Background: an optimization exercise with open tools, aiming at small area. Do not read the settings as production practice. Only simulation tests tie the RTL to the original design; equivalence was not proved. Power figures rest on the tool's default switching activity, not on a simulated workload.

**flow/flow/run.sh**
```bash
#!/bin/bash
# Standard layout with our own port buffers (flow/pre_gpl.tcl) and a leaner clock tree.
set -euo pipefail
bash standard.sh DONT_BUFFER_PORTS=1 \
  PRE_GLOBAL_PLACE_TCL="$PWD/flow/pre_gpl.tcl" POST_GLOBAL_PLACE_TCL="$PWD/flow/post_gpl.tcl" \
  CTS_ARGS="-sink_clustering_enable -repair_clock_nets -root_buf sky130_fd_sc_hd__clkbuf_16 -sink_clustering_buffer sky130_fd_sc_hd__clkbuf_8 -buf_list sky130_fd_sc_hd__clkbuf_8 -dont_use_dummy_load" \
  finish > standard_flow.log 2>&1
```
**flow/flow/post_gpl.tcl**
```tcl
unset_dont_touch [get_cells {input* output*}]
```
**flow/flow/pre_gpl.tcl**
```tcl
# Port buffers before global placement: the smallest buffer, or a stronger one on inputs
# that fan out widely. They are marked dont_touch so that the timing-driven placement's
# remove_buffers keeps them, and released again after global placement (post_gpl.tcl).
remove_buffers
buffer_ports -inputs -outputs -buffer_cell sky130_fd_sc_hd__buf_1
foreach inst [get_cells input*] {
  set out [get_pins -of_objects $inst -filter "direction == output"]
  set loads [get_pins -of_objects [get_nets -of_objects $out] -filter "direction == input"]
  if {[llength $loads] >= 6} {
    replace_cell $inst sky130_fd_sc_hd__buf_4
  }
}
set_dont_touch [get_cells {input* output*}]
```
**flow/standard.sh**
```bash
#!/bin/bash
# synth_recipe.tcl (not shown) runs the flow's synth.tcl, then flattens the netlist and writes it again
# the make line also repeats each setting of config.mk as NAME=value (left out here)
make -C /OpenROAD-flow-scripts/flow DESIGN_CONFIG=/design/flow/config.mk WORK_HOME=/design/flow/orfs CLKGATE_MAP_FILE= SYNTH_SCRIPT=/design/flow/synth_recipe.tcl "${@:-finish}"
```
**flow/config.mk**
```make
export PLATFORM = sky130hd
export DESIGN_NAME = pe_dot_accum_4xpack
export DESIGN_NICKNAME = pe_dot_accum_4xpack
export VERILOG_FILES = /design/flow/design.v
export SDC_FILE = /design/flow/constraint.sdc
export NUM_CORES = 4
export LEC_CHECK = 0
export CAP_MARGIN = 20
export CORE_MARGIN = 2
export CORE_UTILIZATION = 40
export PLACE_DENSITY = 0.8
export SLEW_MARGIN = 20
export SYNTH_HIERARCHICAL = 1
export SYNTH_MINIMUM_KEEP_SIZE = 0
```
**flow/constraint.sdc**
```tcl
create_clock -name core_clock -period 4.5 [get_ports {clock}]
set_input_delay 0.9000 -clock core_clock [delete_from_list [all_inputs] [get_ports {clock}]]
set_output_delay 0.9000 -clock core_clock [all_outputs]
set_load 0.01 [all_outputs]
```
**flow/design.v**
```verilog
module pe_dot_lane (
    input  logic [71:0]  p,
    output logic [17:0]  d
);
    wire t1 = p[0] ^ p[8];
    wire t2 = p[1] ^ p[8];
    wire t3 = p[2] ^ p[8];
    wire t4 = p[3] ^ p[8];
    wire t5 = p[4] ^ p[8];
    wire t6 = p[5] ^ p[8];
    wire t7 = p[6] ^ p[8];
    wire t8 = p[7] ^ p[8];
    wire t9 = p[9] ^ p[17];
    wire t10 = p[10] ^ p[17];
    wire t11 = p[11] ^ p[17];
    wire t12 = p[12] ^ p[17];
    wire t13 = p[13] ^ p[17];
    wire t14 = p[14] ^ p[17];
    wire t15 = p[15] ^ p[17];
    wire t16 = p[16] ^ p[17];
    wire t17 = p[18] ^ p[26];
    wire t18 = p[19] ^ p[26];
    wire t19 = p[20] ^ p[26];
    wire t20 = p[21] ^ p[26];
    wire t21 = p[22] ^ p[26];
    wire t22 = p[23] ^ p[26];
    wire t23 = p[24] ^ p[26];
    wire t24 = p[25] ^ p[26];
    wire t25 = p[27] ^ p[35];
    wire t26 = p[28] ^ p[35];
    wire t27 = p[29] ^ p[35];
    wire t28 = p[30] ^ p[35];
    wire t29 = p[31] ^ p[35];
    wire t30 = p[32] ^ p[35];
    wire t31 = p[33] ^ p[35];
    wire t32 = p[34] ^ p[35];
    wire t33 = p[36] ^ p[44];
    wire t34 = p[37] ^ p[44];
    wire t35 = p[38] ^ p[44];
    wire t36 = p[39] ^ p[44];
    wire t37 = p[40] ^ p[44];
    wire t38 = p[41] ^ p[44];
    wire t39 = p[42] ^ p[44];
    wire t40 = p[43] ^ p[44];
    wire t41 = p[45] ^ p[53];
    wire t42 = p[46] ^ p[53];
    wire t43 = p[47] ^ p[53];
    wire t44 = p[48] ^ p[53];
    wire t45 = p[49] ^ p[53];
    wire t46 = p[50] ^ p[53];
    wire t47 = p[51] ^ p[53];
    wire t48 = p[52] ^ p[53];
    wire t49 = p[54] ^ p[62];
    wire t50 = p[55] ^ p[62];
    wire t51 = p[56] ^ p[62];
    wire t52 = p[57] ^ p[62];
    wire t53 = p[58] ^ p[62];
    wire t54 = p[59] ^ p[62];
    wire t55 = p[60] ^ p[62];
    wire t56 = p[61] ^ p[62];
    wire t57 = p[63] ^ p[71];
    wire t58 = p[64] ^ p[71];
    wire t59 = p[65] ^ p[71];
    wire t60 = p[66] ^ p[71];
    wire t61 = p[67] ^ p[71];
    wire t62 = p[68] ^ p[71];
    wire t63 = p[69] ^ p[71];
    wire t64 = p[70] ^ p[71];
    wire t65, t66;
    pe_fa u_t65 (.a(p[8]), .b(p[17]), .c(p[26]), .s(t65), .co(t66));
    wire t67, t68;
    pe_fa u_t67 (.a(p[35]), .b(p[44]), .c(p[53]), .s(t67), .co(t68));
    wire t69, t70;
    pe_fa u_t69 (.a(p[62]), .b(p[71]), .c(t65), .s(t69), .co(t70));
    wire t71, t72;
    pe_ha u_t71 (.a(t67), .b(t69), .s(t71), .co(t72));
    wire t73, t74;
    pe_fa u_t73 (.a(t66), .b(t68), .c(t70), .s(t73), .co(t74));
    wire t75, t76;
    pe_ha u_t75 (.a(t72), .b(t73), .s(t75), .co(t76));
    wire t77, t78;
    pe_ha u_t77 (.a(t74), .b(t76), .s(t77), .co(t78));
    wire t79 = t75 | t71;
    wire t80 = t77 | t79;
    wire t81 = t78 | t80;
    wire t82 = t75 ^ t71;
    wire t83 = t77 ^ t79;
    wire t84 = t78 ^ t80;
    wire t85, t86;
    pe_fa u_t85 (.a(t1), .b(t9), .c(t17), .s(t85), .co(t86));
    wire t87, t88;
    pe_fa u_t87 (.a(t25), .b(t33), .c(t41), .s(t87), .co(t88));
    wire t89, t90;
    pe_fa u_t89 (.a(t49), .b(t57), .c(t85), .s(t89), .co(t90));
    wire t91, t92;
    pe_fa u_t91 (.a(t87), .b(t89), .c(t71), .s(t91), .co(t92));
    wire t93, t94;
    pe_fa u_t93 (.a(t2), .b(t10), .c(t18), .s(t93), .co(t94));
    wire t95, t96;
    pe_fa u_t95 (.a(t26), .b(t34), .c(t42), .s(t95), .co(t96));
    wire t97, t98;
    pe_fa u_t97 (.a(t50), .b(t58), .c(t86), .s(t97), .co(t98));
    wire t99, t100;
    pe_fa u_t99 (.a(t88), .b(t93), .c(t95), .s(t99), .co(t100));
    wire t101, t102;
    pe_fa u_t101 (.a(t90), .b(t97), .c(t99), .s(t101), .co(t102));
    wire t103, t104;
    pe_fa u_t103 (.a(t75), .b(t92), .c(t101), .s(t103), .co(t104));
    wire t105, t106;
    pe_fa u_t105 (.a(t3), .b(t11), .c(t19), .s(t105), .co(t106));
    wire t107, t108;
    pe_fa u_t107 (.a(t27), .b(t35), .c(t43), .s(t107), .co(t108));
    wire t109, t110;
    pe_fa u_t109 (.a(t51), .b(t59), .c(t94), .s(t109), .co(t110));
    wire t111, t112;
    pe_fa u_t111 (.a(t96), .b(t105), .c(t107), .s(t111), .co(t112));
    wire t113, t114;
    pe_fa u_t113 (.a(t98), .b(t100), .c(t109), .s(t113), .co(t114));
    wire t115, t116;
    pe_fa u_t115 (.a(t111), .b(t102), .c(t113), .s(t115), .co(t116));
    wire t117, t118;
    pe_fa u_t117 (.a(t77), .b(t104), .c(t115), .s(t117), .co(t118));
    wire t119, t120;
    pe_fa u_t119 (.a(t4), .b(t12), .c(t20), .s(t119), .co(t120));
    wire t121, t122;
    pe_fa u_t121 (.a(t28), .b(t36), .c(t44), .s(t121), .co(t122));
    wire t123, t124;
    pe_fa u_t123 (.a(t52), .b(t60), .c(t106), .s(t123), .co(t124));
    wire t125, t126;
    pe_fa u_t125 (.a(t108), .b(t119), .c(t121), .s(t125), .co(t126));
    wire t127, t128;
    pe_fa u_t127 (.a(t110), .b(t112), .c(t123), .s(t127), .co(t128));
    wire t129, t130;
    pe_fa u_t129 (.a(t125), .b(t114), .c(t127), .s(t129), .co(t130));
    wire t131, t132;
    pe_fa u_t131 (.a(t78), .b(t116), .c(t129), .s(t131), .co(t132));
    wire t133, t134;
    pe_fa u_t133 (.a(t5), .b(t13), .c(t21), .s(t133), .co(t134));
    wire t135, t136;
    pe_fa u_t135 (.a(t29), .b(t37), .c(t45), .s(t135), .co(t136));
    wire t137, t138;
    pe_fa u_t137 (.a(t53), .b(t61), .c(t120), .s(t137), .co(t138));
    wire t139, t140;
    pe_fa u_t139 (.a(t122), .b(t133), .c(t135), .s(t139), .co(t140));
    wire t141, t142;
    pe_fa u_t141 (.a(t124), .b(t126), .c(t137), .s(t141), .co(t142));
    wire t143, t144;
    pe_fa u_t143 (.a(t139), .b(t128), .c(t141), .s(t143), .co(t144));
    wire t145, t146;
    pe_fa u_t145 (.a(t130), .b(t143), .c(t132), .s(t145), .co(t146));
    wire t147, t148;
    pe_fa u_t147 (.a(t6), .b(t14), .c(t22), .s(t147), .co(t148));
    wire t149, t150;
    pe_fa u_t149 (.a(t30), .b(t38), .c(t46), .s(t149), .co(t150));
    wire t151, t152;
    pe_fa u_t151 (.a(t54), .b(t62), .c(t134), .s(t151), .co(t152));
    wire t153, t154;
    pe_fa u_t153 (.a(t136), .b(t147), .c(t149), .s(t153), .co(t154));
    wire t155, t156;
    pe_fa u_t155 (.a(t138), .b(t140), .c(t151), .s(t155), .co(t156));
    wire t157, t158;
    pe_fa u_t157 (.a(t153), .b(t142), .c(t155), .s(t157), .co(t158));
    wire t159, t160;
    pe_ha u_t159 (.a(t144), .b(t157), .s(t159), .co(t160));
    wire t161, t162;
    pe_fa u_t161 (.a(t7), .b(t15), .c(t23), .s(t161), .co(t162));
    wire t163, t164;
    pe_fa u_t163 (.a(t31), .b(t39), .c(t47), .s(t163), .co(t164));
    wire t165, t166;
    pe_fa u_t165 (.a(t55), .b(t63), .c(t148), .s(t165), .co(t166));
    wire t167, t168;
    pe_fa u_t167 (.a(t150), .b(t161), .c(t163), .s(t167), .co(t168));
    wire t169, t170;
    pe_fa u_t169 (.a(t152), .b(t154), .c(t165), .s(t169), .co(t170));
    wire t171, t172;
    pe_fa u_t171 (.a(t167), .b(t156), .c(t169), .s(t171), .co(t172));
    wire t173, t174;
    pe_fa u_t173 (.a(t158), .b(t171), .c(t160), .s(t173), .co(t174));
    wire t175, t176;
    pe_fa u_t175 (.a(t8), .b(t16), .c(t24), .s(t175), .co(t176));
    wire t177, t178;
    pe_fa u_t177 (.a(t32), .b(t40), .c(t48), .s(t177), .co(t178));
    wire t179, t180;
    pe_fa u_t179 (.a(t56), .b(t64), .c(t162), .s(t179), .co(t180));
    wire t181, t182;
    pe_fa u_t181 (.a(t164), .b(t175), .c(t177), .s(t181), .co(t182));
    wire t183, t184;
    pe_fa u_t183 (.a(t166), .b(t168), .c(t179), .s(t183), .co(t184));
    wire t185, t186;
    pe_fa u_t185 (.a(t181), .b(t170), .c(t183), .s(t185), .co(t186));
    wire t187, t188;
    pe_fa u_t187 (.a(t172), .b(t185), .c(t174), .s(t187), .co(t188));
    wire t189, t190;
    pe_fa u_t189 (.a(t176), .b(t178), .c(t180), .s(t189), .co(t190));
    wire t191, t192;
    pe_fa u_t191 (.a(t182), .b(t71), .c(t184), .s(t191), .co(t192));
    wire t193, t194;
    pe_fa u_t193 (.a(t189), .b(t186), .c(t191), .s(t193), .co(t194));
    wire t195, t196;
    pe_fa u_t195 (.a(t190), .b(t192), .c(t82), .s(t195), .co(t196));
    assign d[0] = t91;
    assign d[1] = t103;
    assign d[2] = t117;
    assign d[3] = t118;
    assign d[4] = t131;
    assign d[5] = t145;
    assign d[6] = t146;
    assign d[7] = t159;
    assign d[8] = t173;
    assign d[9] = t187;
    assign d[10] = t188;
    assign d[11] = t193;
    assign d[12] = t194;
    assign d[13] = t195;
    assign d[14] = t83;
    assign d[15] = t196;
    assign d[16] = t84;
    assign d[17] = t81;
endmodule
module pe_acc_add (
    input  logic [12:0]  base,
    input  logic [17:0]  d,
    output logic [12:0]  sum
);
    wire t1, t2;
    pe_fa u_t1 (.a(base[3]), .b(d[3]), .c(d[4]), .s(t1), .co(t2));
    wire t3, t4;
    pe_ha u_t3 (.a(base[4]), .b(d[5]), .s(t3), .co(t4));
    wire t5, t6;
    pe_fa u_t5 (.a(base[5]), .b(d[6]), .c(d[7]), .s(t5), .co(t6));
    wire t7, t8;
    pe_ha u_t7 (.a(base[6]), .b(d[8]), .s(t7), .co(t8));
    wire t9, t10;
    pe_ha u_t9 (.a(base[7]), .b(d[9]), .s(t9), .co(t10));
    wire t11, t12;
    pe_fa u_t11 (.a(base[8]), .b(d[10]), .c(d[11]), .s(t11), .co(t12));
    wire t13, t14;
    pe_fa u_t13 (.a(base[9]), .b(d[12]), .c(d[13]), .s(t13), .co(t14));
    wire t15, t16;
    pe_fa u_t15 (.a(base[10]), .b(d[14]), .c(d[15]), .s(t15), .co(t16));
    wire t17, t18;
    pe_ha u_t17 (.a(base[11]), .b(d[16]), .s(t17), .co(t18));
    wire t19, t20;
    pe_ha u_t19 (.a(base[0]), .b(d[0]), .s(t19), .co(t20));
    wire t21, t22;
    pe_fa u_t21 (.a(base[1]), .b(d[1]), .c(t20), .s(t21), .co(t22));
    wire t23, t24;
    pe_fa u_t23 (.a(base[2]), .b(d[2]), .c(t22), .s(t23), .co(t24));
    wire t25, t26;
    pe_ha u_t25 (.a(t1), .b(t24), .s(t25), .co(t26));
    wire t27, t28;
    pe_fa u_t27 (.a(t2), .b(t3), .c(t26), .s(t27), .co(t28));
    wire t29, t30;
    pe_fa u_t29 (.a(t4), .b(t5), .c(t28), .s(t29), .co(t30));
    wire t31, t32;
    pe_fa u_t31 (.a(t6), .b(t7), .c(t30), .s(t31), .co(t32));
    wire t33, t34;
    pe_ha u_t33 (.a(t8), .b(t9), .s(t33), .co(t34));
    wire t35, t36;
    pe_fa u_t35 (.a(t10), .b(t11), .c(t34), .s(t35), .co(t36));
    wire t37, t38;
    pe_fa u_t37 (.a(t12), .b(t13), .c(t36), .s(t37), .co(t38));
    wire t39, t40;
    pe_fa u_t39 (.a(t14), .b(t15), .c(t38), .s(t39), .co(t40));
    wire t41, t42;
    pe_fa u_t41 (.a(t16), .b(t17), .c(t40), .s(t41), .co(t42));
    wire t43 = t18 ^ base[12] ^ d[17] ^ t42;
    wire t44 = t33 ^ t32;
    wire t45 = t32 & t33;
    wire t46 = t35 ^ t45;
    wire t47 = t33 & t35;
    wire t48 = t32 & t47;
    wire t49 = t37 ^ t48;
    wire t50 = t47 & t37;
    wire t51 = t32 & t50;
    wire t52 = t39 ^ t51;
    wire t53 = t50 & t39;
    wire t54 = t32 & t53;
    wire t55 = t41 ^ t54;
    wire t56 = t53 & t41;
    wire t57 = t32 & t56;
    wire t58 = t43 ^ t57;
    assign sum[0] = t19;
    assign sum[1] = t21;
    assign sum[2] = t23;
    assign sum[3] = t25;
    assign sum[4] = t27;
    assign sum[5] = t29;
    assign sum[6] = t31;
    assign sum[7] = t44;
    assign sum[8] = t46;
    assign sum[9] = t49;
    assign sum[10] = t52;
    assign sum[11] = t55;
    assign sum[12] = t58;
endmodule
module pe_dot_accum_4xpack #(
    parameter int DOT_SIZE          = 8,
    parameter int MULT_OUTPUT_WIDTH = 9,
    parameter int MULT_LATENCY      = 3,
    parameter int ACCUM_WIDTH       = 12
) (
    input  logic                                                   clock,
    input  logic                                                   reset,
    input  logic                                                   i_valid,
    input  logic                                                   i_first,
    input  logic                                                   i_last,
    input  logic [1:0][1:0][DOT_SIZE-1:0][MULT_OUTPUT_WIDTH-1:0] i_mult_output,
    input  logic                                                   i_ready,
    output logic                                                   o_valid,
    output logic [1:0][1:0][ACCUM_WIDTH-1:0]                       o_result,
    output logic                                                   o_overflow
);
    logic [3:0] r_v, r_f, r_l;
    logic       r_ld, r_empty;
    always_ff @(posedge clock) begin
        r_f <= {r_f[2:0], i_first};
        r_l <= {r_l[2:0], i_last};
        if (reset) begin
            r_v  <= '0;
            r_ld <= 1'b0;
        end else begin
            r_v  <= {r_v[2:0], i_valid};
            r_ld <= r_v[3] & r_l[3];
        end
    end
    always_ff @(posedge clock) begin
        if (reset)
            r_empty <= 1'b1;
        else if (r_v[3])
            r_empty <= 1'b0;
    end
    logic w_start;
    assign w_start = r_f[3] | r_empty;
    logic [3:0][12:0] r_acc;
    logic [3:0][11:0] w_res;
    for (genvar n = 0; n < 4; n++) begin : g_lane
        logic [17:0] w_d, r_d;
        logic [12:0] w_sum;
        logic        w_clip;
        pe_dot_lane u_dot (.p(i_mult_output[n/2][n%2]), .d(w_d));
        always_ff @(posedge clock)
            r_d <= w_d;
        pe_acc_add u_add (.base(w_start ? 13'd0 : r_acc[n]), .d(r_d), .sum(w_sum));
        assign w_clip = r_acc[n][12] ^ r_acc[n][11];
        always_ff @(posedge clock)
            if (r_v[3] && (w_start || !w_clip))
                r_acc[n] <= w_sum;
        assign w_res[n] = w_clip ? {r_acc[n][12], {11{~r_acc[n][12]}}} : r_acc[n][11:0];
    end
    always_ff @(posedge clock) begin
        if (!o_valid || i_ready)
            o_result <= w_res;
        if (reset) begin
            o_valid    <= 1'b0;
            o_overflow <= 1'b0;
        end else if (r_ld) begin
            if (o_valid && !i_ready)
                o_overflow <= 1'b1;
            else
                o_valid <= 1'b1;
        end else if (i_ready) begin
            o_valid <= 1'b0;
        end
    end
endmodule
module pe_fa (
    input  logic a, b, c,
    output logic s, co
);
    assign s  = a ^ b ^ c;
    assign co = (a & b) | (a & c) | (b & c);
endmodule
module pe_ha (
    input  logic a, b,
    output logic s, co
);
    assign s  = a ^ b;
    assign co = a & b;
endmodule
```
==> results.py, run 1 <==
metrics = {
    "timing": {
        "holdWs_ns": 0.323,
        "tightest_slew_ns": 1.02,
        "finalSetupViolCount": 0,
        "setup_tns_ns": 0,
        "fin_skew_ns": 0.0207,
        "finalCritPeriodShare_pct": 87.8,
        "fmax_mhz": 253,
        "fin_crit_ns": 3.95,
        "rsz0062_at_grt": "no",
        "finalMaxSlewViolations": 0,
        "finalHoldViolations": 0,
        "relSlewSlack_pct": 32.0,
    },
    "setup_path": {
        "critical_path_class": "input pin to flop",
        "arrival_ns": 4.23,
        "end_kind": "flop",
        "worstPathRequired_ns": 4.78,
        "startpoint_type": "input pin",
        "crit_path_start": "i_mult_output[89]",
        "rr_startpoint": "r_empty",
        "r2r_slack_ns": 0.65,
        "crit_fanout": 9,
    },
    "synth": {
        "synthArstFlopShare_pct": 0,
        "synth.cell_area_mm2": 0.0164,
        "syn_inst": 1185,
        "synth_top_area_share_pct": 35.7,
        "synth-edff-count": 100,
        "yosysMostFrequentCell": "fa_1",
        "synth_flop_cell": "edfxtp_1",
        "yosys_warnings": 7,
        "netlist_top_cells_count": "fa_1 (292), xor2_1 (268), buf_4 (124), edfxtp_1 (100), dfxtp_1 (88)",
        "synth_fp_nets": 1839,
        "synth_seq_cells": 188,
        "seq_area_frac_synth_pct": 29.1,
        "synth_top_cell_by_area": "fa_1",
        "syn_avg_cell_area_um2": 13.8,
        "yosys.cell_types.count": 24,
        "synth_area_leaders": "fa_1 (36%), edfxtp_1 (18%), xor2_1 (14%)",
    },
    "final_layout": {
        "layout-drive-gt1-share_pct": 4.79,
        "nNetsFinal": 2035,
        "area_growth_pct": 5.94,
        "fillers": 3716,
        "diodes": 0,
        "regArea_mm2": 0.00476,
        "post-route-util_pct": 42.7,
        "final_cells": 1911,
        "multiInputGateArea_mm2": 0.0101,
    },
    "routing": {
        "drtAntennaViolNets": 0,
        "drtIter0Drc": 243,
        "vias_per_cell": 4.51,
        "routed_wl_um": 29900,
        "vias": 8622,
        "wl_per_cell_um": 15.6,
        "firstDrtPassIters": 4,
        "drc_errors": 0,
    },
    "clock_tree": {
        "cts_resized": 0,
        "post_cts_buffers": 0,
        "clkLatencyLatePin_ns": 0.39,
        "cts.sinks": 188,
        "post_cts_hold_buffer_count": 0,
        "h-tree-depth": 4,
        "cts.clk_slew.worst_paths_ns": 0.08,
        "cts_root_buf": "clkbuf_16",
        "cts_buffer_depth": 2,
        "cts_tree": "built",
        "cts_buffers": 17,
    },
    "floorplanning": {
        "die_height_um": 206,
        "num_rows": 74,
        "initial_core_util_pct": 40.3,
        "die_area_mm2": 0.0426,
        "dieWidth_um": 206,
        "boundaryPins": 344,
        "coreArea_mm2": 0.0406,
    },
    "power": {
        "ir_worst_vdd_uv": 256,
        "leakage_nw": 7.03,
        "power.density_mw_per_mm2": 513,
    },
    "global_route": {
        "grt_pass1_wl_um": 47800,
        "grt_max_degree": 39,
        "grt_usage_pct": 14.6,
        "grt_overflow": 0,
        "antenna_found_initial": 0,
        "grt_pass1_vias": 9673,
    },
    "job": {
        "cap_violations": 0,
    },
    "worst_hold_path": {
        "hold_path_startpoint": "r_f[2]",
        "hp-class": "flop to flop",
    },
    "place": {
        "dp_hpwl_um": 26200,
        "portBuffers": 343,
        "placed_cells_incl_taps": 1893,
    },
    "outcome": {
        "status": "complete, no violations",
    },
}
layer usage:
metal	share of wire (%)	GRT usage, %	up-vias
met5	0	0	-
met4	1.4	4.13	0
met3	3.1	2.14	24
met2	54	26.5	190
met1	41	18.1	4415
li1	-	-	3993
layout by cell type, fill, tap and decap left out, types with 4 or more instances in the layout:
| cell type | n |
|---|---|
| fa_1 | 292 |
| xnor2_1 | 20 |
| buf_1 | 310 |
| or2_2 | 4 |
| nor3_1 | 19 |
| nor2b_1 | 5 |
| a21oi_1 | 12 |
| nor2_1 | 8 |
| and4_4 | 4 |
| ha_1 | 68 |
| and2_1 | 37 |
| dfxtp_1 | 88 |
| nand2_1 | 5 |
| buf_4 | 39 |
| inv_1 | 37 |
| edfxtp_1 | 100 |
| xor2_1 | 268 |
| a21o_1 | 34 |
| clkbuf_8 | 16 |
| nand3_1 | 8 |
layout make-up:
class / count / share of cell area (%)
Inverter: 37 / 0.800
Multi-Input combinational cell: 788 / 58.1
Sequential cell: 188 / 27.5
Clock buffer: 17 / 1.41
Timing Repair Buffer: 349 / 8.39
Tap cell: 532 / 3.84
metrics by stage:
stage | setup slack (ns) | instance area (um^2) | power, mW
2_1_floorplan | 0.227 | 16400 | 9.88
3_3_place_gp | 0.227 | 17100 | 7.92
3_5_place_dp | 0.121 | 17100 | 8.28
4_1_cts | 0.559 | 17300 | 9.18
5_1_grt | 0.450 | 17400 | 10.1
6_report | 0.547 | 17400 | 8.90
flip-flops by register name, summed over array words and instances, names as in the netlist:
name	flops
g_lane.r_d	72
r_acc	52
o_result	48
r_f	4
r_l	4
r_v	4
o_overflow	1
o_valid	1
r_empty	1
r_ld	1
cell families (layout without fill, tap and decap cells):
logic type	after synthesis	in the layout	share of synthesized area (%)
XOR/XNOR	288	288	15.4
buffers and inverters	209	403	9.37
AO/OA/AOI/OAI	47	47	1.97
flip-flops	188	188	29.1
AND/OR/NAND/NOR	93	93	3.30
adder cells (fa/ha/maj)	360	360	40.9
modules after synthesis, one instance, submodules excluded:
module               cell area, um^2  cells inside  flops+latches  times used
pe_dot_accum_4xpack             5800           353            188           1
pe_dot_lane                      842            98              0           4
pe_acc_add                       205            26              0           4
pe_fa                           20.0             1              0         292
pe_ha                           12.5             1              0          44
power by group:
part	leakage [nW]	internal, mW	switching, mW	total [mW]
clock network	0.127	0.358	0.507	0.865
logic	5.18	2.57	2.71	5.28
registers	1.72	2.57	0.187	2.75
total	7.03	5.50	3.41	8.90
path summary, 6_finish.rpt:
check,endpoint,cells after the start
max,g_lane[1].r_d[9],9
min,r_f[3],0
min reg2reg,r_f[3],0
max reg2reg,r_acc[34],12
critical path, stage by stage:
cell,delay (ns)
buf_4,0.19
xor2_1,0.22
fa_1,0.47
fa_1,0.45
fa_1,0.55
fa_1,0.43
ha_1,0.21
fa_1,0.38
fa_1,0.43
==> inputs of run 2 (changes only) <==
--- a/flow/config.mk
+++ b/flow/config.mk
@@ -9,5 +9,4 @@
 export CORE_MARGIN = 2
 export CORE_UTILIZATION = 40
-export PLACE_DENSITY = 0.8
 export SLEW_MARGIN = 20
 export SYNTH_HIERARCHICAL = 1
==> results.py, run 2 <==
metrics = {
    "clock_tree": {
        "cts_buffers": 17,
        "cts_buffer_depth": 2,
        "post_cts_hold_buffer_count": 0,
        "clkLatencyLatePin_ns": 0.40,
        "h-tree-depth": 4,
        "post_cts_buffers": 0,
        "cts_tree": "built",
        "cts_resized": 0,
        "cts_root_buf": "clkbuf_16",
        "cts.clk_slew.worst_paths_ns": 0.10,
        "cts.sinks": 188,
    },
    "timing": {
        "rsz0062_at_grt": "no",
        "finalSetupViolCount": 0,
        "finalCritPeriodShare_pct": 87.9,
        "tightest_slew_ns": 0.988,
        "finalMaxSlewViolations": 0,
        "setup_tns_ns": 0,
        "relSlewSlack_pct": 33.9,
        "holdWs_ns": 0.314,
        "finalHoldViolations": 0,
        "fin_crit_ns": 3.95,
        "fmax_mhz": 253,
        "fin_ws_ns": 0.546,
        "fin_skew_ns": 0.0303,
    },
    "synth": {
        "synth-simple-area-share_pct": 3.30,
        "syn_avg_cell_area_um2": 13.8,
        "yosys-mux-area-fraction_pct": 0,
        "yosysMostFrequentCell": "fa_1",
        "seq_area_frac_synth_pct": 29.1,
        "synth_flop_cell": "edfxtp_1",
        "synth_top_area_share_pct": 35.7,
        "synth_compound_area_share_pct": 1.97,
        "synth_seq_cells": 188,
        "synth_top_cell_by_area": "fa_1",
        "yosys_warnings": 7,
        "netlist_top_cells_count": "fa_1 (292), xor2_1 (268), buf_4 (124), edfxtp_1 (100), dfxtp_1 (88)",
        "synth.cell_area_mm2": 0.0164,
        "synth_top_family_by_area": "adder cells",
        "synthAdderAreaFrac_pct": 40.9,
        "synthArstFlopShare_pct": 0,
        "synth_fp_nets": 1839,
        "synth-xor-area-share_pct": 15.4,
        "synth_area_leaders": "fa_1 (36%), edfxtp_1 (18%), xor2_1 (14%)",
        "syn_inst": 1185,
        "synth-edff-count": 100,
        "yosys.cell_types.count": 24,
    },
    "global_route": {
        "use_met3_pct": 1.97,
        "grt_overflow": 0,
        "grt_pass1_vias": 9611,
        "grt_max_degree": 28,
        "busiest_layer": "met2",
        "antenna_found_initial": 0,
        "use_met1_pct": 18.5,
        "grt_pass1_wl_um": 47400,
        "grt_use_met2_pct": 25.5,
        "grt_usage_pct": 14.4,
    },
    "final_layout": {
        "area_growth_pct": 6.00,
        "largestRegisters": "g_lane.r_d: 72 flops, r_acc: 52 flops, o_result: 48 flops",
        "mostFrequentLayoutCell": "buf_1",
        "mostFrequentLayoutCells": "buf_1 (310), fa_1 (292), xor2_1 (268)",
        "nNetsFinal": 2034,
        "diodes": 0,
        "final_area_mm2": 0.0174,
        "largest-register": "g_lane.r_d",
        "fillers": 3828,
        "layout-drive-gt1-share_pct": 4.86,
        "largest_reg_flops": 72,
    },
    "outcome": {
        "status": "complete, no violations",
    },
    "floorplanning": {
        "die_height_um": 206,
        "initial_core_util_pct": 40.3,
        "die_area_mm2": 0.0426,
        "boundaryPins": 344,
        "coreArea_mm2": 0.0406,
        "dieWidth_um": 206,
        "num_rows": 74,
    },
    "routing": {
        "vias_per_cell": 4.45,
        "drc_errors": 0,
        "firstDrtPassIters": 4,
        "drtAntennaViolNets": 0,
        "drtIter0Drc": 224,
        "routed_wl_um": 29200,
        "vias": 8503,
        "wl_per_cell_um": 15.3,
    },
    "worst_hold_path": {
        "hp-class": "flop to flop",
    },
    "setup_path": {
        "end_kind": "flop",
        "critical_path_class": "input pin to flop",
        "crit_fanout": 9,
        "startpoint_type": "input pin",
        "arrival_ns": 4.21,
        "worstPathRequired_ns": 4.75,
    },
    "power": {
        "leakage_nw": 7.02,
        "ir_worst_vdd_uv": 201,
        "power.density_mw_per_mm2": 507,
        "p_total_mw": 8.81,
    },
    "place": {
        "pre_cts_slack_ns": 0.135,
        "placed_cell_area_mm2": 0.0171,
        "dp_hpwl_um": 25700,
        "portBuffers": 343,
    },
    "job": {
        "cap_violations": 0,
    },
}
## run 2: cell counts after synthesis
Identical to the previous run, type by type.
## run 2: per-layer routing
metal | share of wire (%) | wire [um]
met5 | 0 | 0
met4 | 1.1 | 327
met3 | 3.1 | 899
met2 | 53 | 15500
met1 | 43 | 12600
## run 2: cells by family after synthesis
family / Yosys count
flops: 188
simple gates: 93
buf+inv: 209
compound gates: 47
fa+ha+maj: 360
xor+xnor: 288
## run 2: power by group
group	internal, mW	total (mW)	switching [mW]
clock	0.358	0.858	0.500
combinational	2.54	5.20	2.66
sequential	2.57	2.75	0.183
## run 2: path summary, 6_finish.rpt
kind / start / endpoint / slack (ns) / cells after the start
worst max register to register: r_empty / r_acc[34] / 0.65 / 12
worst min register to register: r_f[1] / r_f[2] / 0.31 / 0
worst min-delay path: r_f[1] / r_f[2] / 0.31 / 0
worst max-delay path: i_mult_output[116] / g_lane[1].r_d[9] / 0.55 / 9
## run 2: Yosys stat by module, one instance, submodules excluded
| module | cells | times used |
|---|---|---|
| pe_acc_add | 26 | 4 |
| pe_dot_accum_4xpack | 353 | 1 |
| pe_dot_lane | 98 | 4 |
| pe_fa | 1 | 292 |
| pe_ha | 1 | 44 |
## run 2: worst max-delay path: stages
cell    delay (ns)
buf_4         0.19
xor2_1        0.24
fa_1          0.48
fa_1          0.41
fa_1          0.55
fa_1          0.42
ha_1          0.20
fa_1          0.38
fa_1          0.43
## run 2: per-stage QoR
stage | std cells | util, %
6_report | 1910 | 42.7
5_1_grt | 1910 | 42.7
4_1_cts | 1909 | 42.7
3_5_place_dp | 1892 | 42.1
3_3_place_gp | 1892 | 42.1
2_1_floorplan | 1185 | -
## run 2: area by class of cell
class                      instances  area [um^2]  area share, %
clock buffer                      17          245           1.41
inverter                          37          139          0.800
multi-input combinational        788        10100           58.1
sequential                       188         4760           27.4
tap                              532          666           3.83
timing repair buffer             348         1460           8.42
==> inputs of run 3 (changes only) <==
--- a/flow/config.mk
+++ b/flow/config.mk
@@ -8,5 +8,5 @@
 export CAP_MARGIN = 20
 export CORE_MARGIN = 2
-export CORE_UTILIZATION = 40
+export CORE_UTILIZATION = 60
 export SLEW_MARGIN = 20
 export SYNTH_HIERARCHICAL = 1
==> results.py, run 3 <==
metrics = {
    "synth": {
        "syn_inst": 1185,
        "synth_flop_cell": "edfxtp_1",
        "netlist_top_cells_count": "fa_1 (292), xor2_1 (268), buf_4 (124), edfxtp_1 (100), dfxtp_1 (88)",
        "synth.cell_area_mm2": 0.0164,
        "synth-edff-count": 100,
        "synth_fp_nets": 1839,
        "syn_avg_cell_area_um2": 13.8,
        "synthArstFlopShare_pct": 0,
        "seq_area_frac_synth_pct": 29.1,
        "synth_top_area_share_pct": 35.7,
        "yosys_warnings": 7,
        "synth_top_cell_by_area": "fa_1",
        "synth_area_leaders": "fa_1 (36%), edfxtp_1 (18%), xor2_1 (14%)",
        "yosysMostFrequentCell": "fa_1",
        "synth_seq_cells": 188,
        "yosys.cell_types.count": 24,
    },
    "clock_tree": {
        "post_cts_hold_buffer_count": 0,
        "h-tree-depth": 4,
        "cts_root_buf": "clkbuf_16",
        "cts.clk_slew.worst_paths_ns": 0.08,
        "cts_buffer_depth": 2,
        "post_cts_buffers": 0,
        "cts_tree": "built",
        "clkLatencyLatePin_ns": 0.39,
        "cts.sinks": 188,
        "cts_resized": 0,
        "cts_buffers": 17,
    },
    "setup_path": {
        "critical_path_class": "flop to flop",
        "arrival_ns": 4.17,
        "r2r_end": "r_acc[25]",
        "rr_startpoint": "r_empty",
        "end_kind": "flop",
        "r2r_slack_ns": 0.44,
        "r2r_cells": 10,
        "worstPathRequired_ns": 4.61,
        "crit_fanout": 37,
        "startpoint_type": "flop",
    },
    "floorplanning": {
        "dieWidth_um": 169,
        "boundaryPins": 344,
        "initial_core_util_pct": 61.0,
        "num_rows": 60,
        "die_height_um": 169,
        "die_area_mm2": 0.0286,
        "coreArea_mm2": 0.0269,
    },
    "timing": {
        "relSlewSlack_pct": 44.8,
        "tightest_slew_ns": 0.825,
        "setup_tns_ns": 0,
        "finalCritPeriodShare_pct": 90.1,
        "finalMaxSlewViolations": 0,
        "fin_skew_ns": 0.0528,
        "finalSetupViolCount": 0,
        "fmax_mhz": 247,
        "rsz0062_at_grt": "no",
        "finalHoldViolations": 0,
        "fin_crit_ns": 4.06,
    },
    "power": {
        "leakage_nw": 7.01,
        "switchingPower_mw": 3.31,
        "p_total_mw": 8.74,
        "seq_power_share_pct": 31.5,
        "ir_worst_vdd_uv": 312,
        "p_comb_share_pct": 58.7,
        "p_clk_share_pct": 9.8,
        "power.density_mw_per_mm2": 511,
        "p_int_mw": 5.43,
        "swShare_pct": 37.9,
    },
    "global_route": {
        "antenna_found_initial": 0,
        "busiest_layer": "met2",
        "use_met1_pct": 28.3,
        "grt_pass1_wl_um": 45700,
        "use_met3_pct": 2.64,
        "grt_overflow": 0,
        "grt_max_degree": 38,
        "grt_pass1_vias": 9507,
        "grt_usage_pct": 20.5,
        "grt_use_met2_pct": 35.9,
    },
    "place": {
        "portBuffers": 343,
        "dp_hpwl_um": 23900,
    },
    "final_layout": {
        "nNetsFinal": 2033,
        "largest-register": "g_lane.r_d",
        "area_growth_pct": 4.44,
        "largest_reg_flops": 72,
        "mostFrequentLayoutCell": "buf_1",
        "largestRegisters": "g_lane.r_d: 72 flops, r_acc: 52 flops, o_result: 48 flops",
        "layout-drive-gt1-share_pct": 4.87,
        "diodes": 0,
        "mostFrequentLayoutCells": "buf_1 (310), fa_1 (292), xor2_1 (268)",
    },
    "routing": {
        "vias": 8569,
        "vias_per_cell": 4.99,
        "wl_per_cell_um": 16.3,
        "drc_errors": 0,
        "firstDrtPassIters": 4,
        "drtAntennaViolNets": 0,
        "drtIter0Drc": 310,
        "routed_wl_um": 28000,
    },
    "worst_hold_path": {
        "hp-class": "flop to flop",
        "min_path_cells": 0,
        "hold_path_startpoint": "r_f[1]",
        "min_to": "r_f[2]",
    },
    "job": {
        "cap_violations": 0,
    },
    "outcome": {
        "status": "complete, no violations",
    },
}
==> run 3: cell counts after synthesis <==
No cell type changed its count.
==> run 3: through the flow <==
step	std cells	hold slack, ns	util (%)	setup slack (ns)	cell area (um^2)
after floorplan	1185	0.310	-	0.227	16400
after global placement	1700	0.312	62.7	0.211	16800
after detailed placement	1700	0.313	62.7	0.176	16900
after CTS	1717	0.334	63.6	0.425	17100
after global routing	1718	0.340	63.7	0.253	17100
final	1718	0.333	63.7	0.444	17100
==> run 3: Yosys stat by module (local to each module, per instance) <==
module,flops+latches,cells,cell area [um^2]
pe_dot_accum_4xpack,188,353,5800
pe_acc_add,0,26,205
pe_fa,0,1,20.0
pe_dot_lane,0,98,842
pe_ha,0,1,12.5
==> run 3: metal layers <==
layer | share of wire [%] | wire length (um)
met3 | 3.4 | 943
met5 | 0 | 0
met4 | 0.84 | 234
met1 | 43 | 11900
met2 | 53 | 14900
==> run 3: cells by family after synthesis <==
family / Yosys count / share of synthesized area, %
xor+xnor: 288 / 15.4
simple gates: 93 / 3.30
fa+ha+maj: 360 / 40.9
flops: 188 / 29.1
buf+inv: 209 / 9.37
compound gates: 47 / 1.97
==> run 3: worst max-delay path by stage <==
stage | slack (ns) | to | depth (start not counted) | startpoint
finish | 0.44 | r_acc[25] | 10 | r_empty
global route | 0.25 | r_acc[25] | 10 | r_empty
CTS | 0.43 | r_acc[25] | 10 | r_empty
detailed placement | 0.18 | g_lane[1].r_d[9] | 9 | i_mult_output[80]
global placement | 0.21 | g_lane[2].r_d[9] | 9 | i_mult_output[152]
floorplan | 0.23 | g_lane[0].r_d[9] | 10 | i_mult_output[8]
==> run 3: final cells by class <==
class | instances | area [um^2]
clock buffer | 17 | 245
fill | 2182 | 9770
timing repair buffer | 347 | 1440
multi-input combinational | 788 | 10100
inverter | 37 | 139
sequential | 188 | 4760
tap | 341 | 427
==> run 3: worst max-delay path, stage by stage (launching register included) <==
cell and delay (ns):
dfxtp_1 0.33, nor2_4 0.61, and2_1 0.26, fa_1 0.42, fa_1 0.42, fa_1 0.41
fa_1 0.40, fa_1 0.43, xor2_1 0.17, xnor2_1 0.25, xnor2_1 0.11
==> run 3: power groups by stage <==
stage,sequential [mW],combinational [mW],clock [mW]
floorplan,2.79,7.09,0
global placement,2.80,5.17,0
detailed placement,2.80,5.36,0
CTS,2.76,5.38,0.888
global route,2.81,6.16,0.953
finish,2.75,5.13,0.855
==> inputs of run 4 (changes only) <==
--- a/flow/flow/pre_gpl.tcl
+++ b/flow/flow/pre_gpl.tcl
@@ -8,5 +8,5 @@
   set loads [get_pins -of_objects [get_nets -of_objects $out] -filter "direction == input"]
   if {[llength $loads] >= 6} {
-    replace_cell $inst sky130_fd_sc_hd__buf_4
+    replace_cell $inst sky130_fd_sc_hd__buf_2
   }
 }
--- a/flow/config.mk
+++ b/flow/config.mk
@@ -8,5 +8,5 @@
 export CAP_MARGIN = 20
 export CORE_MARGIN = 2
-export CORE_UTILIZATION = 60
+export CORE_UTILIZATION = 40
 export SLEW_MARGIN = 20
 export SYNTH_HIERARCHICAL = 1
==> results.py, run 4 <==
metrics = {
    "setup_path": {
        "worstPathRequired_ns": 4.77,
        "r2r_slack_ns": 0.68,
        "critical_path_class": "input pin to flop",
        "rr_startpoint": "r_f[3]",
        "crit_fanout": 9,
        "end_kind": "flop",
        "startpoint_type": "input pin",
        "r2r_end": "r_acc[12]",
        "arrival_ns": 4.27,
        "r2r_cells": 13,
    },
    "routing": {
        "firstDrtPassIters": 6,
        "vias_per_cell": 4.45,
        "drtAntennaViolNets": 0,
        "routed_wl_um": 29400,
        "wl_per_cell_um": 15.3,
        "drc_errors": 0,
        "vias": 8545,
        "drtIter0Drc": 254,
    },
    "final_layout": {
        "area_growth_pct": 5.96,
        "post-route-util_pct": 42.7,
        "mostFrequentLayoutCell": "buf_1",
        "final_area_mm2": 0.0174,
        "final_cells": 1920,
        "largestRegisters": "g_lane.r_d: 72 flops, r_acc: 52 flops, o_result: 48 flops",
        "largest_reg_flops": 72,
        "layout-drive-gt1-share_pct": 5.55,
        "nNetsFinal": 2044,
        "largest-register": "g_lane.r_d",
        "diodes": 0,
        "mostFrequentLayoutCells": "buf_1 (310), fa_1 (292), xor2_1 (268)",
    },
    "power": {
        "ir_worst_vdd_uv": 216,
        "power.density_mw_per_mm2": 510,
        "leakage_nw": 7.04,
        "p_total_mw": 8.86,
    },
    "place": {
        "pre_cts_slack_ns": 0.0631,
        "placed_cell_area_mm2": 0.0171,
        "dp_hpwl_um": 25900,
        "portBuffers": 343,
        "placed_cells_incl_taps": 1902,
    },
    "synth": {
        "synthArstFlopShare_pct": 0,
        "syn_avg_cell_area_um2": 13.8,
        "synth_seq_cells": 188,
        "syn_inst": 1185,
        "yosysMostFrequentCell": "fa_1",
        "seq_area_frac_synth_pct": 29.1,
        "synth_flop_cell": "edfxtp_1",
        "synth_area_leaders": "fa_1 (36%), edfxtp_1 (18%), xor2_1 (14%)",
        "synth_fp_nets": 1839,
        "synth_top_area_share_pct": 35.7,
        "synth-edff-count": 100,
        "netlist_top_cells_count": "fa_1 (292), xor2_1 (268), buf_4 (124), edfxtp_1 (100), dfxtp_1 (88)",
        "synth_top_cell_by_area": "fa_1",
        "yosys_warnings": 7,
        "yosys.cell_types.count": 24,
        "synth.cell_area_mm2": 0.0164,
    },
    "timing": {
        "finalMaxSlewViolations": 0,
        "fin_crit_ns": 4.00,
        "finalCritPeriodShare_pct": 88.8,
        "relSlewSlack_pct": 32.9,
        "tightest_slew_ns": 1.00,
        "fin_skew_ns": 0.0296,
        "rsz0062_at_grt": "no",
        "finalSetupViolCount": 0,
        "fmax_mhz": 250,
        "holdWs_ns": 0.333,
        "setup_tns_ns": 0,
        "fin_ws_ns": 0.504,
        "finalHoldViolations": 0,
    },
    "clock_tree": {
        "post_cts_hold_buffer_count": 0,
        "cts_resized": 0,
        "cts_tree": "built",
        "cts.sinks": 188,
        "cts_buffers": 17,
        "h-tree-depth": 4,
        "cts_buffer_depth": 2,
        "cts_root_buf": "clkbuf_16",
        "post_cts_buffers": 0,
        "cts.clk_slew.worst_paths_ns": 0.09,
        "clkLatencyLatePin_ns": 0.40,
    },
    "worst_hold_path": {
        "min_path_cells": 0,
        "min_to": "r_f[2]",
        "hp-class": "flop to flop",
        "hold_path_startpoint": "r_f[1]",
    },
    "global_route": {
        "grt_pass1_vias": 9732,
        "grt_pass1_wl_um": 47600,
        "grt_max_degree": 28,
        "grt_usage_pct": 14.4,
        "grt_overflow": 0,
        "antenna_found_initial": 1,
    },
    "floorplanning": {
        "dieWidth_um": 206,
        "die_area_mm2": 0.0426,
        "boundaryPins": 344,
        "coreArea_mm2": 0.0406,
        "initial_core_util_pct": 40.3,
        "num_rows": 74,
        "die_height_um": 206,
    },
    "job": {
        "cap_violations": 0,
    },
    "outcome": {
        "status": "complete, no violations",
    },
}
## run 4: changes by cell type in the layout (fill, tap and decap cells not counted)
cell / delta
buf_4: -23
buf_12: +1
nor2_2: -1
nor2_1: +1
buf_2: +33
## run 4: worst max-delay path by stage
stage,endpoint,slack (ns),start
global route,g_lane[2].r_d[9],0.36,i_mult_output[152]
global placement,g_lane[2].r_d[9],0.15,i_mult_output[152]
CTS,g_lane[2].r_d[9],0.49,i_mult_output[152]
finish,g_lane[0].r_d[9],0.50,i_mult_output[8]
detailed placement,g_lane[0].r_d[9],0.06,i_mult_output[8]
floorplan,g_lane[0].r_d[9],0.23,i_mult_output[8]
## run 4: area by class of cell
cell class                 count  area (um^2)
inverter                      37          139
multi-input combinational    788        10100
tap                          532          666
timing repair buffer         358         1450
sequential                   188         4760
fill                        3793        23300
clock buffer                  17          245
## run 4: modules after synthesis, one instance, submodules excluded
module	cells inside	flops+latches	times used
pe_acc_add	26	0	4
pe_ha	1	0	44
pe_dot_lane	98	0	4
pe_dot_accum_4xpack	353	188	1
pe_fa	1	0	292
## run 4: power breakdown
part	internal, mW	leakage [nW]	switching [mW]	total (mW)
Clock	0.358	0.127	0.523	0.881
Combinational	2.55	5.19	2.67	5.23
Sequential	2.57	1.72	0.183	2.75
Total	5.48	7.04	3.38	8.86
## run 4: per-layer routing
layer / vias up / GRT usage [%] / wire (um) / part of all wire, %
met5: - / 0 / 8 / 0.027
met4: 2 / 4.16 / 366 / 1.2
met3: 26 / 2.51 / 1150 / 3.9
met2: 176 / 25.2 / 15300 / 52
met1: 4330 / 18.3 / 12600 / 43
li1: 4011 / - / - / -
## run 4: logic make-up after synthesis
group	Yosys count	synth area share, %
buffers and inverters	209	9.37
AO/OA/AOI/OAI	47	1.97
XOR/XNOR	288	15.4
adder cells (fa/ha/maj)	360	40.9
AND/OR/NAND/NOR	93	3.30
flip-flops	188	29.1
## run 4: worst max-delay path: stages
cell and delay, ns:
buf_2 0.26, xor2_1 0.24, fa_1 0.46, fa_1 0.43, fa_1 0.53, fa_1 0.41
ha_1 0.20, fa_1 0.39, fa_1 0.44
==> inputs of run 5 (changes only) <==
--- a/flow/design.v
+++ b/flow/design.v
@@ -347,5 +347,9 @@
             if (r_v[3] && (w_start || !w_clip))
                 r_acc[n] <= w_sum;
-        assign w_res[n] = w_clip ? {r_acc[n][12], {11{~r_acc[n][12]}}} : r_acc[n][11:0];
+        for (genvar i = 0; i < 11; i++) begin : g_clip
+            assign w_res[n][i] = (r_acc[n][i] & r_acc[n][11]) | (r_acc[n][i] & ~r_acc[n][12]) |
+                                 (r_acc[n][11] & ~r_acc[n][12]);
+        end
+        assign w_res[n][11] = r_acc[n][12];
     end
     always_ff @(posedge clock) begin
--- a/flow/flow/pre_gpl.tcl
+++ b/flow/flow/pre_gpl.tcl
@@ -8,5 +8,5 @@
   set loads [get_pins -of_objects [get_nets -of_objects $out] -filter "direction == input"]
   if {[llength $loads] >= 6} {
-    replace_cell $inst sky130_fd_sc_hd__buf_2
+    replace_cell $inst sky130_fd_sc_hd__buf_4
   }
 }
==> results.py, run 5 <==
metrics = {
    "synth": {
        "synth_top_cell_by_area": "fa_1",
        "synth-edff-count": 100,
        "synth_flop_cell": "edfxtp_1",
        "synth_seq_cells": 188,
        "syn_inst": 1166,
        "synth-simple-area-share_pct": 3.29,
        "synth_area_leaders": "fa_1 (36%), edfxtp_1 (18%), xor2_1 (14%)",
        "yosys.cell_types.count": 23,
        "synth_top_area_share_pct": 35.8,
        "synth_fp_nets": 1816,
        "synthAdderAreaFrac_pct": 40.7,
        "yosysMostFrequentCell": "fa_1",
        "seq_area_frac_synth_pct": 29.2,
        "synth.cell_area_mm2": 0.0163,
        "netlist_top_cells_count": "fa_1 (292), xor2_1 (268), buf_4 (125), edfxtp_1 (100), dfxtp_1 (88)",
        "yosys-mux-area-fraction_pct": 0,
        "synthArstFlopShare_pct": 0,
        "syn_avg_cell_area_um2": 14.0,
        "synth_top_family_by_area": "adder cells",
        "yosys_warnings": 7,
        "synth-xor-area-share_pct": 15.5,
        "synth_compound_area_share_pct": 2.15,
    },
    "place": {
        "placed_cells_incl_taps": 1865,
        "dp_hpwl_um": 26000,
        "placed_cell_area_mm2": 0.0170,
        "portBuffers": 343,
    },
    "floorplanning": {
        "coreArea_mm2": 0.0400,
        "die_height_um": 206,
        "die_area_mm2": 0.0424,
        "boundaryPins": 344,
        "initial_core_util_pct": 40.8,
        "num_rows": 73,
        "dieWidth_um": 206,
    },
    "global_route": {
        "grt_overflow": 0,
        "grt_max_degree": 49,
        "grt_usage_pct": 15.0,
        "grt_pass1_vias": 9851,
        "grt_pass1_wl_um": 49000,
        "antenna_found_initial": 0,
    },
    "routing": {
        "routed_wl_um": 30000,
        "drc_errors": 0,
        "firstDrtPassIters": 4,
        "wl_met1_um": 12600,
        "drtIter0Drc": 206,
        "wl_met3_um": 974,
        "vias_per_cell": 4.43,
        "wl_per_cell_um": 15.9,
        "drtAntennaViolNets": 0,
        "top_layer": "met4",
        "vias": 8351,
        "dr_wl_met2_um": 15900,
    },
    "clock_tree": {
        "clkLatencyLatePin_ns": 0.39,
        "cts_buffer_depth": 2,
        "post_cts_hold_buffer_count": 0,
        "cts_buffers": 17,
        "cts_tree": "built",
        "post_cts_buffers": 0,
        "cts_resized": 0,
        "h-tree-depth": 4,
        "cts.clk_slew.worst_paths_ns": 0.08,
        "cts.sinks": 188,
        "cts_root_buf": "clkbuf_16",
    },
    "worst_hold_path": {
        "hp-class": "flop to flop",
        "min_path_cells": 0,
    },
    "timing": {
        "setup_tns_ns": 0,
        "holdWs_ns": 0.324,
        "relSlewSlack_pct": 31.4,
        "fin_skew_ns": 0.0235,
        "finalMaxSlewViolations": 0,
        "tightest_slew_ns": 1.03,
        "finalSetupViolCount": 0,
        "fin_crit_ns": 4.14,
        "finalCritPeriodShare_pct": 92.0,
        "rsz0062_at_grt": "no",
        "fmax_mhz": 241,
        "finalHoldViolations": 0,
    },
    "final_layout": {
        "final_cells": 1883,
        "largest_reg_flops": 72,
        "fillers": 3763,
        "nNetsFinal": 2010,
        "mostFrequentLayoutCell": "buf_1",
        "mostFrequentLayoutCells": "buf_1 (310), fa_1 (292), xor2_1 (268)",
        "largest-register": "g_lane.r_d",
        "diodes": 0,
        "area_growth_pct": 5.86,
        "largestRegisters": "g_lane.r_d: 72 flops, r_acc: 52 flops, o_result: 48 flops",
        "final_area_mm2": 0.0173,
        "layout-drive-gt1-share_pct": 4.49,
    },
    "power": {
        "power.density_mw_per_mm2": 508,
        "ir_worst_vdd_uv": 200,
        "leakage_nw": 6.96,
    },
    "job": {
        "cap_violations": 0,
    },
    "outcome": {
        "status": "complete, no violations",
    },
    "setup_path": {
        "critical_path_class": "flop to flop",
        "arrival_ns": 4.29,
        "worstPathRequired_ns": 4.65,
        "r2r_cells": 10,
        "end_kind": "flop",
        "startpoint_type": "flop",
        "crit_fanout": 48,
    },
}
[run 5: cell types whose count changed after synthesis]
cell / delta
buf_2: -5
a21oi_1: -11
nor2_1: -3
clkbuf_2: -1
nand2b_1: +4
ha_1: -4
clkbuf_1: +5
nor3_1: -11
buf_4: +1
and2_1: +11
or2_2: -4
a21o_1: +11
nor2b_1: -1
inv_1: -11
[run 5: cell families (layout without fill, tap and decap cells)]
group | after synthesis | in the layout
buf+inv | 198 | 390
xor+xnor | 288 | 288
flops | 188 | 188
simple gates | 89 | 89
fa+ha+maj | 356 | 356
compound gates | 47 | 47
[run 5: final timing paths]
path	slack [ns]	end	start
worst max-delay path	0.36	r_acc[25]	r_empty
worst min-delay path	0.32	r_f[3]	r_f[2]
worst max register to register	0.36	r_acc[25]	r_empty
worst min register to register	0.32	r_f[3]	r_f[2]
[run 5: area by class of cell]
type | count | area [um^2] | share of cell area (%)
multi-input cells | 780 | 10100 | 58.3
flip-flops and latches | 188 | 4760 | 27.6
repair buffers | 347 | 1440 | 8.35
well taps | 525 | 657 | 3.80
clock buffers | 17 | 245 | 1.42
inverters | 26 | 97.6 | 0.565
[run 5: power breakdown]
part	internal, mW	switching [mW]	total (mW)
registers	2.54	0.188	2.73
clock network	0.358	0.523	0.881
logic	2.52	2.63	5.15
[run 5: critical path: stages, from the launching register on]
cell     delay [ns]
dfxtp_1        0.34
nor2_4         0.77
and2_1         0.29
fa_1           0.43
fa_1           0.43
fa_1           0.38
fa_1           0.39
fa_1           0.39
xor2_1         0.17
xnor2_1        0.20
xnor2_1        0.09
[run 5: per-module statistics from Yosys, one instance, submodules excluded]
module	copies in the design	area (um^2)
pe_dot_accum_4xpack	1	5730
pe_ha	44	12.5
pe_acc_add	4	205
pe_dot_lane	4	842
pe_fa	292	20.0
[run 5: per-layer routing]
| metal | up-vias | GRT usage, % |
|---|---|---|
| met5 | - | 0 |
| met4 | 0 | 4.29 |
| met3 | 31 | 2.37 |
| met2 | 168 | 27.0 |
| met1 | 4222 | 18.6 |
| li1 | 3930 | - |
[run 5: per-stage QoR]
step / setup WS (ns) / util [%] / total power [mW]
after floorplan: 0.227 / - / 9.82
after global placement: 0.209 / 42.5 / 7.94
after detailed placement: 0.133 / 42.5 / 8.14
after CTS: 0.275 / 43.1 / 9.05
after global routing: 0.0459 / 43.2 / 10.0
final: 0.358 / 43.2 / 8.77
==> inputs of run 6 (changes only) <==
--- a/flow/design.v
+++ b/flow/design.v
@@ -354,5 +354,7 @@
     end
     always_ff @(posedge clock) begin
-        if (!o_valid || i_ready)
+        if (reset)
+            o_result <= '0;
+        else if (r_ld && (!o_valid || i_ready))
             o_result <= w_res;
         if (reset) begin
==> results.py, run 6 <==
metrics = {
    "power": {
        "p_total_mw": 8.62,
        "leakage_nw": 6.80,
        "ir_worst_vdd_uv": 239,
        "power.density_mw_per_mm2": 494,
    },
    "synth": {
        "syn_inst": 1283,
        "synth_top_cell_by_area": "fa_1",
        "yosysMostFrequentCell": "fa_1",
        "synth_top_family_by_area": "adder cells",
        "synth_area_leaders": "fa_1 (35%), dfxtp_1 (16%), xor2_1 (14%)",
        "netlist_top_cells_count": "fa_1 (292), xor2_1 (268), dfxtp_1 (136), buf_4 (127), inv_1 (69)",
        "synth_compound_area_share_pct": 3.47,
        "yosys-mux-area-fraction_pct": 0,
        "synth-xor-area-share_pct": 15.3,
        "synth_fp_nets": 1933,
        "synth_seq_cells": 188,
        "seq_area_frac_synth_pct": 25.9,
        "syn_avg_cell_area_um2": 12.9,
        "synthAdderAreaFrac_pct": 40.2,
        "synth-simple-area-share_pct": 4.77,
        "yosys.cell_types.count": 31,
        "synth_flop_cell": "dfxtp_1",
        "synth.cell_area_mm2": 0.0165,
        "yosys_warnings": 7,
        "synth-edff-count": 52,
        "synth_top_area_share_pct": 35.4,
        "synthArstFlopShare_pct": 0,
    },
    "clock_tree": {
        "cts_root_buf": "clkbuf_16",
        "cts_buffer_depth": 2,
        "post_cts_hold_buffer_count": 0,
        "cts.clk_slew.worst_paths_ns": 0.09,
        "h-tree-depth": 4,
        "cts.sinks": 188,
        "cts_buffers": 17,
        "cts_tree": "built",
        "clkLatencyLatePin_ns": 0.39,
        "post_cts_buffers": 0,
        "cts_resized": 0,
    },
    "timing": {
        "finalMaxSlewViolations": 0,
        "relSlewSlack_pct": 29.3,
        "fmax_mhz": 254,
        "finalHoldViolations": 0,
        "tightest_slew_ns": 1.06,
        "finalSetupViolCount": 0,
        "finalCritPeriodShare_pct": 87.4,
        "fin_crit_ns": 3.93,
        "setup_tns_ns": 0,
        "fin_ws_ns": 0.565,
        "fin_skew_ns": 0.0415,
        "rsz0062_at_grt": "no",
    },
    "final_layout": {
        "largest-register": "g_lane.r_d",
        "mostFrequentLayoutCells": "buf_1 (310), fa_1 (292), xor2_1 (268)",
        "mostFrequentLayoutCell": "buf_1",
        "nNetsFinal": 2116,
        "largest_reg_flops": 72,
        "area_growth_pct": 5.50,
        "largestRegisters": "g_lane.r_d: 72 flops, r_acc: 52 flops, o_result: 48 flops",
        "fillers": 3865,
        "layout-drive-gt1-share_pct": 6.01,
        "final_cells": 1996,
        "final_area_mm2": 0.0174,
        "diodes": 0,
    },
    "floorplanning": {
        "dieWidth_um": 207,
        "initial_core_util_pct": 40.5,
        "boundaryPins": 344,
        "num_rows": 74,
        "die_area_mm2": 0.0430,
        "die_height_um": 207,
        "coreArea_mm2": 0.0408,
    },
    "setup_path": {
        "startpoint_type": "input pin",
        "r2r_end": "r_acc[47]",
        "r2r_cells": 12,
        "end_kind": "flop",
        "rr_startpoint": "r_f[3]",
        "worstPathRequired_ns": 4.73,
        "crit_end": "g_lane[0].r_d[9]",
        "critical_path_class": "input pin to flop",
        "arrival_ns": 4.17,
        "crit_fanout": 9,
        "r2r_slack_ns": 0.71,
        "crit_path_start": "i_mult_output[8]",
    },
    "job": {
        "cap_violations": 0,
    },
    "routing": {
        "drtIter0Drc": 241,
        "routed_wl_um": 31200,
        "drc_errors": 0,
        "wl_per_cell_um": 15.6,
        "vias_per_cell": 4.55,
        "firstDrtPassIters": 4,
        "drtAntennaViolNets": 0,
        "vias": 9075,
    },
    "global_route": {
        "grt_pass1_wl_um": 52600,
        "grt_pass1_vias": 10700,
        "grt_overflow": 0,
        "grt_usage_pct": 15.2,
        "grt_max_degree": 61,
        "antenna_found_initial": 0,
    },
    "worst_hold_path": {
        "min_path_cells": 0,
        "hp-class": "flop to flop",
    },
    "place": {
        "pre_cts_slack_ns": 0.182,
        "placed_cell_area_mm2": 0.0172,
        "placed_cells_incl_taps": 1979,
        "portBuffers": 343,
        "dp_hpwl_um": 26800,
    },
    "outcome": {
        "status": "complete, no violations",
    },
}
==> run 6: cell types whose count changed after synthesis, sizes merged, moves of 4 or more <==
cell and delta:
dfxtp +48, edfxtp -48, a21o -44, a221oi +44
inv +44, nand2 +44, clkbuf +6, buf +5
nor2b +5, nor3 +4, o21ai +4
==> run 6: where the power goes <==
group	switching (mW)	total (mW)	internal (mW)	leakage (nW)
Sequential	0.170	2.61	2.44	1.59
Combinational	2.61	5.12	2.51	5.08
Clock	0.530	0.890	0.359	0.127
Total	3.31	8.62	5.31	6.80
==> run 6: cell families after synthesis <==
logic type | Yosys count
fa+ha+maj | 356
compound gates | 54
xor+xnor | 288
simple gates | 144
buf+inv | 253
flops | 188
==> run 6: critical path, stage by stage <==
cell and delay [ns]:
buf_4 0.17, xor2_1 0.19, fa_1 0.51, fa_1 0.43
fa_1 0.53, fa_1 0.41, ha_1 0.20, fa_1 0.37
fa_1 0.42
==> run 6: metal layers <==
metal  GRT usage [%]  share of wire (%)
met5               0                  0
met4            3.03                1.2
met3            2.63                3.2
met2            26.7                 52
met1            19.8                 43
==> run 6: area by class of cell <==
cell class	count	area (um^2)	area share [%]
timing repair buffer	347	1440	8.27
tap	532	666	3.82
clock buffer	17	245	1.41
inverter	70	263	1.51
multi-input combinational	842	10500	60.4
sequential	188	4280	24.6
==> run 6: Yosys stat by module (local to each module, per instance) <==
module               cell area [um^2]  flip-flops and latches
pe_dot_accum_4xpack              5940                     188
pe_dot_lane                       842                       0
pe_acc_add                        205                       0
pe_fa                            20.0                       0
pe_ha                            12.5                       0
==> run 6: worst min-delay path by stage <==
stage	slack, ns	to	from
finish	0.33	r_f[3]	r_f[2]
floorplan	0.31	r_f[1]	r_f[0]
detailed placement	0.31	r_f[3]	r_f[2]
global placement	0.31	r_l[3]	r_l[2]
global route	0.35	r_f[3]	r_f[2]
CTS	0.33	r_f[3]	r_f[2]
==> run 6: through the flow <==
| step | hold WS [ns] | utilization [%] |
|---|---|---|
| floorplan | 0.310 | - |
| global placement | 0.313 | 42.1 |
| finish | 0.333 | 42.7 |
| global route | 0.345 | 42.7 |
| CTS | 0.334 | 42.7 |
| detailed placement | 0.312 | 42.1 |
==> inputs of run 7 (changes only) <==
--- a/flow/design.v
+++ b/flow/design.v
@@ -354,7 +354,5 @@
     end
     always_ff @(posedge clock) begin
-        if (reset)
-            o_result <= '0;
-        else if (r_ld && (!o_valid || i_ready))
+        if (!o_valid || i_ready)
             o_result <= w_res;
         if (reset) begin
==> flow/flow/run.sh (replaced) <==
#!/bin/bash
# Standard layout with our own port buffers (flow/pre_gpl.tcl) and a leaner clock tree.
set -euo pipefail
bash standard.sh DONT_BUFFER_PORTS=1 \
  PRE_GLOBAL_PLACE_TCL="$PWD/flow/pre_gpl.tcl" POST_GLOBAL_PLACE_TCL="$PWD/flow/post_gpl.tcl" \
  CTS_ARGS="-sink_clustering_enable -repair_clock_nets -root_buf sky130_fd_sc_hd__clkbuf_8 -sink_clustering_buffer sky130_fd_sc_hd__clkbuf_4 -buf_list \"sky130_fd_sc_hd__clkbuf_4 sky130_fd_sc_hd__clkbuf_8\" -sink_clustering_size 8 -sink_clustering_max_diameter 40 -dont_use_dummy_load" \
  finish > standard_flow.log 2>&1
==> results.py, run 7 <==
metrics = {
    "synth": {
        "synth-simple-area-share_pct": 3.29,
        "syn_avg_cell_area_um2": 14.0,
        "yosys-mux-area-fraction_pct": 0,
        "synth_area_leaders": "fa_1 (36%), edfxtp_1 (18%), xor2_1 (14%)",
        "yosys.cell_types.count": 23,
        "synth_flop_cell": "edfxtp_1",
        "seq_area_frac_synth_pct": 29.2,
        "synth-edff-count": 100,
        "synth_seq_cells": 188,
        "synth_top_family_by_area": "adder cells",
        "synth_fp_nets": 1816,
        "synth_compound_area_share_pct": 2.15,
        "synthAdderAreaFrac_pct": 40.7,
        "syn_inst": 1166,
        "synthArstFlopShare_pct": 0,
        "yosysMostFrequentCell": "fa_1",
        "netlist_top_cells_count": "fa_1 (292), xor2_1 (268), buf_4 (125), edfxtp_1 (100), dfxtp_1 (88)",
        "synth_top_cell_by_area": "fa_1",
        "synth-xor-area-share_pct": 15.5,
        "synth.cell_area_mm2": 0.0163,
        "synth_top_area_share_pct": 35.8,
        "yosys_warnings": 7,
    },
    "place": {
        "dp_hpwl_um": 26000,
        "portBuffers": 343,
        "placed_cells_incl_taps": 1865,
        "placed_cell_area_mm2": 0.0170,
    },
    "outcome": {
        "stop_stage": "4_1_cts",
        "status": "aborted with a tool error",
        "error": "[ERROR STA-0564] clock_tree_synthesis positional arguments not supported.",
    },
    "floorplanning": {
        "boundaryPins": 344,
        "num_rows": 73,
        "dieWidth_um": 206,
        "die_height_um": 206,
        "initial_core_util_pct": 40.8,
    },
}
==> run 7: cell count changes after synthesis, moves of 3 or more <==
cell | previous run | this run
dfxtp_1 | 136 | 88
edfxtp_1 | 52 | 100
a21o_1 | 1 | 45
nand2_1 | 49 | 5
inv_1 | 69 | 26
a221oi_1 | 24 | 0
a221oi_2 | 20 | 0
clkbuf_1 | 9 | 5
nor2b_1 | 8 | 4
nor3_2 | 4 | 0
o21ai_0 | 4 | 0
buf_2 | 9 | 6
nor2_1 | 8 | 5
o31ai_1 | 4 | 1
==> run 7: power by group through the flow <==
stage                     logic, mW  clock network [mW]  registers [mW]
after floorplan                7.07                   0            2.75
after global placement         5.17                   0            2.78
after detailed placement       5.36                   0            2.78
==> run 7: through the flow <==
stage               worst slack, ns  utilization (%)  total power, mW  hold slack [ns]
floorplan                     0.227                -             9.82            0.310
global placement              0.209             42.5             7.94            0.316
detailed placement            0.133             42.5             8.14            0.317
==> run 7: worst min path at each step <==
stage | end | slack [ns] | cells past startpoint
floorplan | r_f[1] | 0.31 | 0
global placement | r_f[2] | 0.32 | 0
detailed placement | r_f[3] | 0.32 | 0
==> run 7: Yosys stat by module (local to each module, per instance) <==
module	cell area, um^2	cells inside	flip-flops and latches
pe_acc_add	205	26	0
pe_dot_accum_4xpack	5730	334	188
pe_fa	20.0	1	0
pe_ha	12.5	1	0
pe_dot_lane	842	98	0
==> run 7: kinds of logic after synthesis <==
group                      count (synthesis)
xor gates and xnor gates                 288
AOI/OAI and AO/OA                         47
adders and majority gates                356
buffers and inverters                    198
and+or+nand+nor                           89
DFF                                      188

what the ideal ports hide:
How much do the figures lean on ideal ports? The routed layouts below were timed once more, with nothing changed but the port constraints. Step 1 sets driving cells, clkbuf_16 on the clock port and buf_2 on the other inputs (assumed; they add their load-dependent delay and slew). Step 2, shift: input delay + t, output delay - t, t = (earliest + latest rising clock arrival at the registers) / 2. This alone moves slack from input paths to output paths. Three values: ideal, step 1, step 2; two values: the first two.
run | shift t [ns] | setup slack, ns | hold WS [ns]
run 1 | 0.427 | 0.547 / 0.568 / 0.141 | 0.323 / 0.323 / 0.323
run 2 | 0.431 | 0.546 / 0.573 / 0.142 | 0.314 / 0.314 / 0.314
run 3 | 0.410 | 0.444 / 0.444 / 0.199 | 0.333 / 0.333 / 0.333
run 4 | 0.430 | 0.504 / 0.528 / 0.098 | 0.333 / 0.333 / 0.333
run 5 | 0.439 | 0.358 / 0.358 / 0.125 | 0.324 / 0.324 / 0.324
run 6 | 0.418 | 0.565 / 0.589 / 0.171 | 0.333 / 0.333 / 0.333
After both steps setup and hold are still met in every run listed.
